This is an optimization exercise on Yosys and OpenROAD, whose aim is small area and a short achievable clock period, not a production implementation. Function was checked by simulation only, so behaviour that the tests miss may differ from the original. Power and IR drop assume default switching activity.

Setup of build 58:
// btb_top
module btb_top (
    input  logic        CLK,
    input  logic        RST,
    input  logic        lookup_en,
    input  logic [31:0] lookup_pc,
    output logic        pred_hit,
    output logic        pred_taken,
    output logic [31:0] pred_target,
    input  logic        update_en,
    input  logic [31:0] update_pc,
    input  logic        update_taken,
    input  logic [31:0] update_target,
    input  logic        update_mispredict,
    input  logic        flush_all,
    output logic [15:0] lookup_count,
    output logic [15:0] mispredict_count
);
export LEC_CHECK = 0
export CAP_MARGIN = 20
export CORE_MARGIN = 2
export CORE_UTILIZATION = 55
export SETUP_SLACK_MARGIN = 1.5
export SLEW_MARGIN = 20
create_clock -name core_clock -period 7.0 [get_ports {CLK}]
standard.sh (not shown) runs the stock make flow with config.mk's settings and CLKGATE_MAP_FILE= SYNTH_SCRIPT=/design/flow/synth_recipe.tcl, a recipe that flattens the netlist after the stock synthesis.
==> flow/flow/run.sh <==
#!/bin/bash
bash standard.sh MATCH_CELL_FOOTPRINT=0 'CTS_ARGS=-sink_clustering_enable -repair_clock_nets -sink_clustering_size 16 -sink_clustering_max_diameter 80 -buf_list sky130_fd_sc_hd__clkbuf_8 -dont_use_dummy_load' 'BUFFER_PORTS_ARGS=-buffer_cell sky130_fd_sc_hd__buf_1' finish > standard.log 2>&1
Build 58 went all the way through the flow, and no timing, DRC or antenna check failed.
The following lists how build 8 was set up differently from build 58:
diff --git a/flow/config.mk b/flow/config.mk
--- a/flow/config.mk
+++ b/flow/config.mk
@@ -9,4 +9,4 @@
 export CORE_MARGIN = 2
-export CORE_UTILIZATION = 55
-export SETUP_SLACK_MARGIN = 1.5
+export CORE_UTILIZATION = 45
+export SETUP_SLACK_MARGIN = 2.0
 export SLEW_MARGIN = 20
[summary]
Of build 8 and build 58, the lower leakage power of the design belongs to build 58.
Clock group share of total power, build 8 and build 58: smaller value in build 58
The lower layout net count of build 8 and build 58 is in build 58.
Build 8 vs build 58, timing endpoint of the critical path: pred_target[8] vs pred_target[28]
Per the comparison of build 8 with build 58, final clock period utilization by the worst path dropped 0.97 points; logic gate share of total power increased by 0.7 points relative to the old numbers; setup slack of the critical path after layout climbed 0.068 ns.
Input changes introduced in build 87 (baseline for comparison: build 8):
==> flow/flow/run.sh <==
#!/bin/bash
bash standard.sh MATCH_CELL_FOOTPRINT=0 'CTS_ARGS=-sink_clustering_enable -repair_clock_nets -sink_clustering_size 16 -sink_clustering_max_diameter 80 -buf_list sky130_fd_sc_hd__clkbuf_8 -dont_use_dummy_load' 'BUFFER_PORTS_ARGS=-buffer_cell sky130_fd_sc_hd__buf_1' 'GLOBAL_PLACEMENT_ARGS=-timing_driven_net_weight_max 10 -timing_driven_nets_percentage 30' finish > standard.log 2>&1
diff --git a/flow/config.mk b/flow/config.mk
--- a/flow/config.mk
+++ b/flow/config.mk
@@ -9,3 +9,3 @@
 export CORE_MARGIN = 2
-export CORE_UTILIZATION = 45
+export CORE_UTILIZATION = 55
 export SETUP_SLACK_MARGIN = 2.0
- Build 87 | status: complete | timing, DRC, antenna: pass
- Between build 8 and build 87, the cell count went down.
- Delta (build 87 minus build 8): maximum number of pins on one net before global-route repair now sits higher; area fraction in compound gates after synthesis roughly the same.
Modified inputs, build 66 compared to build 87
==> flow/flow/run.sh <==
#!/bin/bash
bash standard.sh MATCH_CELL_FOOTPRINT=0 'CTS_ARGS=-sink_clustering_enable -repair_clock_nets -sink_clustering_size 16 -sink_clustering_max_diameter 80 -buf_list sky130_fd_sc_hd__clkbuf_8 -dont_use_dummy_load' 'BUFFER_PORTS_ARGS=-buffer_cell sky130_fd_sc_hd__buf_1' 'GLOBAL_PLACEMENT_ARGS=-timing_driven_net_weight_max 20 -timing_driven_nets_percentage 50' finish > standard.log 2>&1
[summary]
Between build 87 and build 66, the non-clock buffering overhead in the final layout figures differ only marginally.
Compared with build 87, build 66 is more frugal on power.
Number of gates resized after cts shrinks by more than 10% when moving from build 87 to build 66.
Build 87 reports its termination of the worst setup path as pred_target[29] while build 66 reports pred_target[25].
Changes in build 94 relative to build 66:
==> flow/flow/run.sh <==
#!/bin/bash
bash standard.sh MATCH_CELL_FOOTPRINT=0 'CTS_ARGS=-sink_clustering_enable -repair_clock_nets -sink_clustering_size 16 -sink_clustering_max_diameter 80 -buf_list sky130_fd_sc_hd__clkbuf_8 -dont_use_dummy_load' 'BUFFER_PORTS_ARGS=-buffer_cell sky130_fd_sc_hd__buf_1' finish > standard.log 2>&1
diff --git a/flow/config.mk b/flow/config.mk
--- a/flow/config.mk
+++ b/flow/config.mk
@@ -9,3 +9,3 @@
 export CORE_MARGIN = 2
-export CORE_UTILIZATION = 55
+export CORE_UTILIZATION = 62
 export SETUP_SLACK_MARGIN = 2.0
==> comparison <==
Build 94: all stages complete, timing, DRC and antenna checks passed
Going from build 66 to build 94, the count of placed standard cells including taps was found to have gone down by 113.
In build 94, the number of nets at the end of the flow came out about 1.6% above the value in build 66.
Comparing worst hold slack for build 94 and build 66, the smaller number came from build 66.
The lower routed wire length came out of build 94.
Higher design internal power goes to build 94 over build 66.
Combinational power on build 94 is up relative to build 66.
Across both runs, global-route met3 utilization was lower for build 94 than for build 66.
The count of cells along the worst register-to-register path of build 66 and that of build 94 are within noise of each other.
Post-detailed-route wirelength per cell delta for build 94 relative to build 66: 6.8 µm lower
The lower count of inserted tapcells came out of build 94.

## what the ideal ports hide
How much do the figures lean on ideal ports? The routed layouts below were timed once more, with nothing changed but the port constraints. Step 1: set_driving_cell puts a clkbuf_16 on CLK and a buf_2 on each other input, an assumption about the parent block. Step 2 times the ports against the registers' clock, not the clock port: input delays grow and output delays shrink by t, the midpoint of the rising clock arrivals with the driver on. Three values: no drivers, after step 1, after step 2; two values: the first two.
run	t, ns	setup slack, ns	hold slack, ns
build 58	0.764	1.391 / 1.366 / 0.863	0.502 / 0.502 / 0.502
build 8	0.797	1.459 / 1.342 / 1.129	0.503 / 0.503 / 0.503
build 87	0.774	1.610 / 1.577 / 1.259	0.502 / 0.502 / 0.502
build 66	0.779	1.452 / 1.420 / 1.362	0.495 / 0.495 / 0.495
build 94	0.776	1.669 / 1.586 / 1.190	0.501 / 0.501 / 0.501
After both steps every run listed still meets setup and hold. For build 58, which loses most, drivers alone change the setup slack by -0.025 ns; drivers and shift together by -0.528 ns.
